This is an optimization exercise on Yosys and OpenROAD, whose aim is small area, a short achievable clock period and few clock cycles per item, not a production implementation.
No run shown here included a check of the RTL's function; only the layout flow was run.
No activity file was given, so power comes from the tool's default toggle rates.

## flow/design.v (module list and top-level ports; edited modules follow where they fit)
// module operandRegister: 37 lines
// module addSubUnit: 110 lines
// module multiplierArray: 796 lines
// module divFront: 739 lines
// module divBack: 840 lines
// module resultSelect: 33 lines
// module aluTop: 91 lines
module aluTop (
	input  logic                            clk,
	input  logic                            rstN,
	input  logic                            start,
	input  logic [aluPkg::operandWidth-1:0] a,
	input  logic [aluPkg::operandWidth-1:0] b,
	input  aluPkg::opcodeT                  op,
	output logic                            done,
	output logic [aluPkg::resultWidth-1:0]  result,
	output logic [aluPkg::errorWidth-1:0]   error
);
  // ...
==> flow/flow/run.sh <==
#!/bin/bash
# Own layout flow: the standard flow (standard.sh, unchanged synthesis), with
# - port buffers of a stronger cell than the smallest one buffer_ports picks by default,
# - timing repair aiming past the required slack (the clock and constraints are unchanged),
#   with resizing free to change a cell's footprint.
set -euo pipefail
MARGIN=$(cat flow/margin.txt)
bash standard.sh \
	"BUFFER_PORTS_ARGS=-buffer_cell sky130_fd_sc_hd__buf_4" \
	"SETUP_SLACK_MARGIN=$MARGIN" \
	"MATCH_CELL_FOOTPRINT=0" \
	finish > standard_flow.log 2>&1
==> flow/flow/margin.txt <==
24.5
==> flow/standard.sh <==
#!/bin/bash
# synth_recipe.tcl (not shown) runs the flow's synth.tcl, then flattens the netlist and writes it again
# the make line also repeats each setting of config.mk as NAME=value (left out here)
make -C /OpenROAD-flow-scripts/flow DESIGN_CONFIG=/design/flow/config.mk WORK_HOME=/design/flow/orfs CLKGATE_MAP_FILE= SYNTH_SCRIPT=/design/flow/synth_recipe.tcl "${@:-finish}"
==> flow/config.mk <==
export PLATFORM = sky130hd
export DESIGN_NAME = aluTop
export DESIGN_NICKNAME = aluTop
export VERILOG_FILES = /design/flow/design.v
export SDC_FILE = /design/flow/constraint.sdc
export NUM_CORES = 4
export LEC_CHECK = 0
export ABC_AREA = 1
export CAP_MARGIN = 20
export CORE_MARGIN = 2
export CORE_UTILIZATION = 40
export SLEW_MARGIN = 20
==> flow/constraint.sdc <==
create_clock -name core_clock -period 40.0 [get_ports {clk}]
set_input_delay 8.0000 -clock core_clock [delete_from_list [all_inputs] [get_ports {clk}]]
set_output_delay 8.0000 -clock core_clock [all_outputs]
set_load 0.01 [all_outputs]
==> results.cfg, run 1 <==
[clock_tree]
post_cts_buffers = 11
htreeDepth = 3

[die]
io_pins = 74
die_y_um = 235.3
initial_utilization_pct = 40.57
die-area_um2 = 55380

[place]
dpl_cell_area_um2 = 22570
gp_congestion = 0.9327
portBuffers = 73

[finish]
signal_buffers = 138
bufAreaShareNonClock_pct = 4.490
regArea_um2 = 1460
syn2layout_area_growth_pct = 10.27
sh_seq_area_pct = 6.186
multi_input_area_um2 = 17840
design.seq.count = 72
multi_input_area_share_pct = 75.56
n_clock_buffer = 9
multi_input_cells = 2418

[setup_path]
cpPeakStageDelay_ns = 0.43
slowest_stage = fa_1
crit_family = simple AND/OR/NAND/NOR gates
path_common_cell = nand2_1
critPathRequiredTime_ns = 32.00
critPathLaunch = operandRegister_i.bQ[0]
startpoint_type = flop

[power_and_ir_drop]
powerSeq_w = 0.0000865
power.group.top = combinational cells
pg_clk_w = 0.0000899
power_w = 0.001259

[global_routing]
grt_antenna_before_repair = 1
met3_usage_pct = 3.365

[drt]
drc = 0
top_layer = met4

[logic_synthesis]
synth.area.mux_share_pct = 0.04676
synth_seq_cells = 72
synth_cell_types = 64
synth-compound-area-share_pct = 13.69
synthArstFlopShare_pct = 0

[hold_path]
min_to = operandRegister_i.aQ[1]

[sta]
worstMarginPinSlew_ns = 0.9442

[status]
status = no timing/DRC/antenna violations
==> module resultSelect, before the edit <==
module resultSelect (
	input  logic                           validQ,
	input  aluPkg::opcodeT                 opQ,
	input  logic [aluPkg::resultWidth-1:0] addSubResult,
	input  logic                           overflow,
	input  logic [aluPkg::resultWidth-1:0] product,
	input  logic [aluPkg::resultWidth-1:0] quotient,
	input  logic [aluPkg::resultWidth-1:0] remainder,
	input  logic                           divZero,
	output logic [aluPkg::resultWidth-1:0] result,
	output logic [aluPkg::errorWidth-1:0]  error,
	output logic                           done
);
	logic isAddSub;
	logic isMul;
	logic isDiv;
	logic isMod;
	logic takeQuotient;
	logic takeRemainder;
	assign isAddSub      = (opQ.code == opAdd) || (opQ.code == opSub);
	assign isMul         = (opQ.code == opMul);
	assign isDiv         = (opQ.code == opDiv);
	assign isMod         = (opQ.code == opMod);
	assign takeQuotient  = isDiv && !divZero;
	assign takeRemainder = isMod && !divZero;
	assign result = ({resultWidth{isAddSub}}      & addSubResult) |
	                ({resultWidth{isMul}}         & product)      |
	                ({resultWidth{takeQuotient}}  & quotient)     |
	                ({resultWidth{takeRemainder}} & remainder);
	assign error[overflowBit] = isAddSub && overflow;
	assign error[divZeroBit]  = (isDiv || isMod) && divZero;
	assign done = validQ;
endmodule
==> run 2: changes to the inputs <==
--- a/flow/design.v
+++ b/flow/design.v
@@ -1349,19 +1349,21 @@
 	assign s1_3_d[2] = s1_3_p[2] ^ s1_3_G0;
 	assign s1_3_d[3] = s1_3_p[3] ^ s1_3_G3;
 	assign s1_3_d[4] = s1_3_p[4] ^ s1_3_G4;
 	assign s1_3_d[5] = s1_3_p[5] ^ s1_3_G5;
 	logic s1_3_ge; assign s1_3_ge = s1_3_G6;
 	assign d1_3 = {~s1_3_ge, s1_3_d};
 	assign ge1_3 = (bIn <= 16'd21) & s1_3_ge;
 	logic [5:0] r1;
-	assign q[11:10] = {ge1_2, ge1_2 ? ge1_3 : ge1_1};
-	assign r1 = ge1_2 ? (ge1_3 ? d1_3[5:0] : d1_2[5:0]) :
-		(ge1_1 ? d1_1[5:0] : x1[5:0]);
+	assign q[11:10] = ge1_3 ? 2'd3 : ge1_2 ? 2'd2 : ge1_1 ? 2'd1 : 2'd0;
+	assign r1 = ge1_3 ? d1_3[5:0] :
+		ge1_2 ? d1_2[5:0] :
+		ge1_1 ? d1_1[5:0] :
+		x1[5:0];
 	logic [7:0] x2;
 	assign x2 = {r1, aIn[9:8]};
 	logic [18:0] m2_1;
 	logic [8:0] d2_1;
 	logic ge2_1;
 	assign m2_1 = {3'b0, bIn};
 	logic [7:0] s2_1_p, s2_1_g;
 	assign s2_1_p[0] = ~(x2[0] ^ m2_1[0]);
@@ -1505,19 +1507,21 @@
 	assign s2_3_d[4] = s2_3_p[4] ^ s2_3_G5;
 	assign s2_3_d[5] = s2_3_p[5] ^ s2_3_G8;
 	assign s2_3_d[6] = s2_3_p[6] ^ s2_3_G9;
 	assign s2_3_d[7] = s2_3_p[7] ^ s2_3_G10;
 	logic s2_3_ge; assign s2_3_ge = s2_3_G11;
 	assign d2_3 = {~s2_3_ge, s2_3_d};
 	assign ge2_3 = (bIn <= 16'd85) & s2_3_ge;
 	logic [7:0] r2;
-	assign q[9:8] = {ge2_2, ge2_2 ? ge2_3 : ge2_1};
-	assign r2 = ge2_2 ? (ge2_3 ? d2_3[7:0] : d2_2[7:0]) :
-		(ge2_1 ? d2_1[7:0] : x2[7:0]);
+	assign q[9:8] = ge2_3 ? 2'd3 : ge2_2 ? 2'd2 : ge2_1 ? 2'd1 : 2'd0;
+	assign r2 = ge2_3 ? d2_3[7:0] :
+		ge2_2 ? d2_2[7:0] :
+		ge2_1 ? d2_1[7:0] :
+		x2[7:0];
 	logic [9:0] x3;
 	assign x3 = {r2, aIn[7:6]};
 	logic [18:0] m3_1;
 	logic [10:0] d3_1;
 	logic ge3_1;
 	assign m3_1 = {3'b0, bIn};
 	logic [9:0] s3_1_p, s3_1_g;
 	assign s3_1_p[0] = ~(x3[0] ^ m3_1[0]);
@@ -1691,19 +1695,21 @@
 	assign s3_3_d[6] = s3_3_p[6] ^ s3_3_G10;
 	assign s3_3_d[7] = s3_3_p[7] ^ s3_3_G11;
 	assign s3_3_d[8] = s3_3_p[8] ^ s3_3_G12;
 	assign s3_3_d[9] = s3_3_p[9] ^ s3_3_G13;
 	logic s3_3_ge; assign s3_3_ge = s3_3_G14;
 	assign d3_3 = {~s3_3_ge, s3_3_d};
 	assign ge3_3 = (bIn <= 16'd341) & s3_3_ge;
 	logic [9:0] r3;
-	assign q[7:6] = {ge3_2, ge3_2 ? ge3_3 : ge3_1};
-	assign r3 = ge3_2 ? (ge3_3 ? d3_3[9:0] : d3_2[9:0]) :
-		(ge3_1 ? d3_1[9:0] : x3[9:0]);
+	assign q[7:6] = ge3_3 ? 2'd3 : ge3_2 ? 2'd2 : ge3_1 ? 2'd1 : 2'd0;
+	assign r3 = ge3_3 ? d3_3[9:0] :
+		ge3_2 ? d3_2[9:0] :
+		ge3_1 ? d3_1[9:0] :
+		x3[9:0];
 	assign qHi   = q[15:6];
 	assign remHi = r3;
 	assign q[5:0] = '0;
 endmodule
 module divBack (
 	input  logic [15:0] aIn,
 	input  logic [15:0] bIn,
 	input  logic [15:6] qHi,
@@ -1937,19 +1943,21 @@
 	assign s4_3_d[8] = s4_3_p[8] ^ s4_3_G15;
 	assign s4_3_d[9] = s4_3_p[9] ^ s4_3_G16;
 	assign s4_3_d[10] = s4_3_p[10] ^ s4_3_G17;
 	assign s4_3_d[11] = s4_3_p[11] ^ s4_3_G18;
 	logic s4_3_ge; assign s4_3_ge = s4_3_G19;
 	assign d4_3 = {~s4_3_ge, s4_3_d};
 	assign ge4_3 = (bIn <= 16'd1365) & s4_3_ge;
 	logic [11:0] r4;
-	assign q[5:4] = {ge4_2, ge4_2 ? ge4_3 : ge4_1};
-	assign r4 = ge4_2 ? (ge4_3 ? d4_3[11:0] : d4_2[11:0]) :
-		(ge4_1 ? d4_1[11:0] : x4[11:0]);
+	assign q[5:4] = ge4_3 ? 2'd3 : ge4_2 ? 2'd2 : ge4_1 ? 2'd1 : 2'd0;
+	assign r4 = ge4_3 ? d4_3[11:0] :
+		ge4_2 ? d4_2[11:0] :
+		ge4_1 ? d4_1[11:0] :
+		x4[11:0];
 	logic [13:0] x5;
 	assign x5 = {r4, aIn[3:2]};
 	logic [18:0] m5_1;
 	logic [14:0] d5_1;
 	logic ge5_1;
 	assign m5_1 = {3'b0, bIn};
 	logic [13:0] s5_1_p, s5_1_g;
 	assign s5_1_p[0] = ~(x5[0] ^ m5_1[0]);
@@ -2207,19 +2215,21 @@
 	assign s5_3_d[10] = s5_3_p[10] ^ s5_3_G20;
 	assign s5_3_d[11] = s5_3_p[11] ^ s5_3_G21;
 	assign s5_3_d[12] = s5_3_p[12] ^ s5_3_G22;
 	assign s5_3_d[13] = s5_3_p[13] ^ s5_3_G23;
 	logic s5_3_ge; assign s5_3_ge = s5_3_G24;
 	assign d5_3 = {~s5_3_ge, s5_3_d};
 	assign ge5_3 = (bIn <= 16'd5461) & s5_3_ge;
 	logic [13:0] r5;
-	assign q[3:2] = {ge5_2, ge5_2 ? ge5_3 : ge5_1};
-	assign r5 = ge5_2 ? (ge5_3 ? d5_3[13:0] : d5_2[13:0]) :
-		(ge5_1 ? d5_1[13:0] : x5[13:0]);
+	assign q[3:2] = ge5_3 ? 2'd3 : ge5_2 ? 2'd2 : ge5_1 ? 2'd1 : 2'd0;
+	assign r5 = ge5_3 ? d5_3[13:0] :
+		ge5_2 ? d5_2[13:0] :
+		ge5_1 ? d5_1[13:0] :
+		x5[13:0];
 	logic [15:0] x6;
 	assign x6 = {r5, aIn[1:0]};
 	logic [18:0] m6_1;
 	logic [16:0] d6_1;
 	logic ge6_1;
 	assign m6_1 = {3'b0, bIn};
 	logic [15:0] s6_1_p, s6_1_g;
 	assign s6_1_p[0] = ~(x6[0] ^ m6_1[0]);
@@ -2531,55 +2541,71 @@
 	assign s6_3_d[12] = s6_3_p[12] ^ s6_3_G27;
 	assign s6_3_d[13] = s6_3_p[13] ^ s6_3_G28;
 	assign s6_3_d[14] = s6_3_p[14] ^ s6_3_G29;
 	assign s6_3_d[15] = s6_3_p[15] ^ s6_3_G30;
 	logic s6_3_ge; assign s6_3_ge = s6_3_G31;
 	assign d6_3 = {~s6_3_ge, s6_3_d};
 	assign ge6_3 = (bIn <= 16'd21845) & s6_3_ge;
 	logic [15:0] r6;
-	assign q[1:0] = {ge6_2, ge6_2 ? ge6_3 : ge6_1};
-	assign r6 = ge6_2 ? (ge6_3 ? d6_3[15:0] : d6_2[15:0]) :
-		(ge6_1 ? d6_1[15:0] : x6[15:0]);
+	assign q[1:0] = ge6_3 ? 2'd3 : ge6_2 ? 2'd2 : ge6_1 ? 2'd1 : 2'd0;
+	assign r6 = ge6_3 ? d6_3[15:0] :
+		ge6_2 ? d6_2[15:0] :
+		ge6_1 ? d6_1[15:0] :
+		x6[15:0];
 	assign divZero   = (bIn == '0);
-	assign quotient  = q;
-	assign remainder = r6;
+	assign quotient  = divZero ? '0 : q;
+	assign remainder = divZero ? '0 : r6;
 endmodule
 import aluPkg::*;
 module resultSelect (
 	input  logic                           validQ,
 	input  aluPkg::opcodeT                 opQ,
 	input  logic [aluPkg::resultWidth-1:0] addSubResult,
 	input  logic                           overflow,
 	input  logic [aluPkg::resultWidth-1:0] product,
 	input  logic [aluPkg::resultWidth-1:0] quotient,
 	input  logic [aluPkg::resultWidth-1:0] remainder,
 	input  logic                           divZero,
 	output logic [aluPkg::resultWidth-1:0] result,
 	output logic [aluPkg::errorWidth-1:0]  error,
 	output logic                           done
 );
-	logic isAddSub;
-	logic isMul;
-	logic isDiv;
-	logic isMod;
-	logic takeQuotient;
-	logic takeRemainder;
-	assign isAddSub      = (opQ.code == opAdd) || (opQ.code == opSub);
-	assign isMul         = (opQ.code == opMul);
-	assign isDiv         = (opQ.code == opDiv);
-	assign isMod         = (opQ.code == opMod);
-	assign takeQuotient  = isDiv && !divZero;
-	assign takeRemainder = isMod && !divZero;
-	assign result = ({resultWidth{isAddSub}}      & addSubResult) |
-	                ({resultWidth{isMul}}         & product)      |
-	                ({resultWidth{takeQuotient}}  & quotient)     |
-	                ({resultWidth{takeRemainder}} & remainder);
-	assign error[overflowBit] = isAddSub && overflow;
-	assign error[divZeroBit]  = (isDiv || isMod) && divZero;
+	always_comb
+	begin
+		result = '0;
+		error  = '0;
+		case (opQ.code)
+			opAdd,
+			opSub:
+			begin
+				result             = addSubResult;
+				error[overflowBit] = overflow;
+			end
+			opMul:
+			begin
+				result = product;
+			end
+			opDiv:
+			begin
+				result            = quotient;
+				error[divZeroBit] = divZero;
+			end
+			opMod:
+			begin
+				result            = remainder;
+				error[divZeroBit] = divZero;
+			end
+			default:
+			begin
+				result = '0;
+				error  = '0;
+			end
+		endcase
+	end
 	assign done = validQ;
 endmodule
 import aluPkg::*;
 module aluTop (
 	input  logic                            clk,
 	input  logic                            rstN,
 	input  logic                            start,
 	input  logic [aluPkg::operandWidth-1:0] a,
==> run 2 against run 1 <==
  * Still clean
  * Cell area down 1.6%
  * Non-clock buffer count grew 46
  * Flip-flop and latch count stayed put
  * Setup slack better by 0.053 ns
  * Combinational power grew 6%
  * Wire length is 1.2% lower
  * Sequential share of layout area is 0.14 points higher
  * Area after synthesis shrank 4.4%
  * Highest routed layer unchanged
==> results.cfg, run 2 <==
[drt]
wl_per_cell_um = 19.91
met3WireLength_mm = 5.463
top_layer = met4
dr_wl_met2_mm = 32.35
drc = 0
dr.pass1.iters = 5
drtAntennaViolNets = 0
vias = 20470
initialDrtViolationCount = 1924
wl_met1_mm = 31.97
vias_per_cell = 5.579
wirelength_mm = 73.03

[flow_run]
maxCapViolCount = 0

[sta]
finalSetupTns_ns = 0
finalHoldViolCount = 0
setup_viol_count_final = 0
fmax_mhz = 66.37
period_share_pct = 37.67
max_slew_margin_pct = 29.88
rsz0062_at_grt = yes
worst_slack_ns = 24.93
worstMarginPinSlew_ns = 1.049
period_needed_ns = 15.07
drv_slew = 0

[logic_synthesis]
postSynthNetCount = 3393
synth_cells = 2883
synth_ff_type = dfxtp_1
synth_seq_cells = 72
ys_seq_area_share_pct = 7.040
ys_warn_count = 3
synth.top_cell.area_share_pct = 18.09
synth_edf_count = 0
netlist.top_cell.by_area = fa_1
syn_area_per_cell_um2 = 7.101
synth_cell_types = 53
synthTopCellsByCount = nand2_1 (612), inv_1 (445), ha_1 (286)
synthArstFlopShare_pct = 0
yosys-top-cells-area = fa_1 (18%), ha_1 (17%), nand2_1 (11%)
yosysMostFrequentCell = nand2_1
syn_area_um2 = 20470

[hold_path]
min_from = a[2]
holdCritPathClass = in2reg
holdPathStages = 1
min_to = operandRegister_i.aQ[2]

[finish]
layoutNonFillerInstCount = 3668
nFillCells = 5043
layout_commonest_cell = nand2_1
post-route-util_pct = 46.12
reg.largest.list = operandRegister_i.aQ x16, operandRegister_i.bQ x16, operandRegister_i.b3Q x15
nets = 3501
antenna_cells = 0
syn2layout_area_growth_pct = 13.48
drive_gt1_share_pct = 12.42
final_cell_mix = nand2_1 (586), inv_1 (428), ha_1 (278)
final_area_um2 = 23230

[global_routing]
grt_start_max_net_pins = 40
grt_overflow_total = 0
grt_antenna_before_repair = 1
groute.usage.overall_pct = 27.16
grt_pass1_wl_mm = 112.7
first_global_vias = 20140

[power_and_ir_drop]
p_per_area_nw_per_um2 = 56.56
leakage_nw = 11.81
ir_drop_mv = 0.07356

[place]
dp_slack_ns = 22.83
dpl_cell_area_um2 = 21670
portBuffers = 73
gp_congestion = 0.9397
dp_hpwl_mm = 56.42
dp_cells = 3564

[die]
initial_utilization_pct = 40.64
rows = 82
die-area_um2 = 53010
die_y_um = 230.2
core_area_um2 = 50380
dieWidth_um = 230.2
io_pins = 74

[setup_path]
end_kind = output pin
critical_path_class = reg2out
slowest_stage = fa_1
critPathLaunch = operandRegister_i.aQ[3]
critPathArrivalTime_ns = 7.07
cpPeakStageDelay_ns = 0.67
path_common_cell = fa_1
startpoint_type = flop
critPathRequiredTime_ns = 32.00
critPathMaxFanout = 17

[clock_tree]
htreeDepth = 3
numCtsBuffers = 9
clock-sinks = 72
root_buffer = clkbuf_16
clk_transition_reported_paths_ns = 0.09
cts_tree = yes
clock_path_buffers = 2
cts_hold_buf = 0

[status]
status = no timing/DRC/antenna violations
## run 2: cell families (layout without fill, tap and decap cells)
logic type,count (synthesis),in the layout,share of synthesized area [%]
flops,72,72,7.040
mux,1,1,0.04889
buf+inv,567,679,10.72
fa+ha+maj,471,471,35.57
simple gates,996,997,20.23
compound gates,519,519,15.40
xor+xnor,257,257,10.99
## run 2: worst max-delay path by stage
| stage | end | slack, ns | depth (start not counted) |
|---|---|---|---|
| after floorplan | operandRegister_i.remHiQ[8] | 25.66 | 46 |
| after global placement | result[12] | 22.82 | 43 |
| after detailed placement | result[12] | 22.83 | 39 |
| after CTS | result[12] | 24.49 | 49 |
| after global routing | operandRegister_i.remHiQ[6] | 24.46 | 50 |
| final | result[31] | 24.93 | 31 |
## run 2: power breakdown
group / switching, W / internal (W) / total (W)
logic: 0.000671 / 0.000471 / 0.00114
registers: 0.00000858 / 0.0000776 / 0.0000861
clock network: 0.0000409 / 0.0000442 / 0.0000851
## run 2: layout make-up
cell class              instances  area (um2)  share of cell area [%]
clock buffers                   9       225.2                  0.9694
clock inverters                 7       68.82                  0.2962
inverters                     474        1899                   8.175
multi-input cells            2245       17260                   74.29
flip-flops and latches         72        1469                   6.322
well taps                     672       840.8                   3.619
repair buffers                184        1441                   6.204
repair inverters                5       30.03                  0.1292
## run 2: critical path, delay by kind of cell, from the launching register on
kind,cells,cell delay [ns]
buffers and inverters,8,1.07
adder cells (fa/ha/maj),6,2.94
flip-flops,1,0.34
AO/OA/AOI/OAI,6,0.79
XOR/XNOR,2,0.34
AND/OR/NAND/NOR,9,1.21
## run 2: through the flow
| step | total power (W) | hold slack [ns] |
|---|---|---|
| floorplan | 0.0008782 | 8.028 |
| global placement | 0.001138 | 8.105 |
| detailed placement | 0.001162 | 8.106 |
| CTS | 0.001272 | 7.697 |
| global route | 0.001475 | 7.711 |
| finish | 0.001314 | 7.714 |
## run 2: layer usage
| layer | global-route usage [%] | vias to the layer above |
|---|---|---|
| li1 | - | 9619 |
| met1 | 37.51 | 9791 |
| met2 | 42.74 | 901 |
| met3 | 3.125 | 154 |
| met4 | 11.63 | 0 |
| met5 | 0 | - |
## run 2: what timing repair did
item	4_1_cts	5_1_grt
buffers inserted	25	57
cloned	2	4
gates resized for setup	65	114
pin swaps	5	7
setup endpoints to repair	28	34

==> what the ideal ports hide <==
Ports are ideal in the flow. The routed layouts listed here were re-timed in OpenROAD. Step 1 (the two cells are an assumption about what drives the block):
set clk [get_ports {clk}]
set_driving_cell -lib_cell sky130_fd_sc_hd__clkbuf_16 $clk
set_driving_cell -lib_cell sky130_fd_sc_hd__buf_2 [delete_from_list [all_inputs] $clk]
Step 2, shift: input delay + t, output delay - t, t = (earliest + latest rising clock arrival at the registers) / 2. This alone moves slack from input paths to output paths. a / b / c = ideal ports / drivers / drivers and shift; a / b = the first two.
run | t (ns) | slack for setup (ns) | worst setup path after step 2
run 1 | 0.431 | 24.880 / 24.828 / 24.714 | input to register
run 2 | 0.407 | 24.932 / 24.890 / 24.573 | input to register
After both steps every run listed still meets setup and hold. For run 2, which loses most, drivers alone change the setup slack by -0.042 ns; drivers and shift together by -0.359 ns.
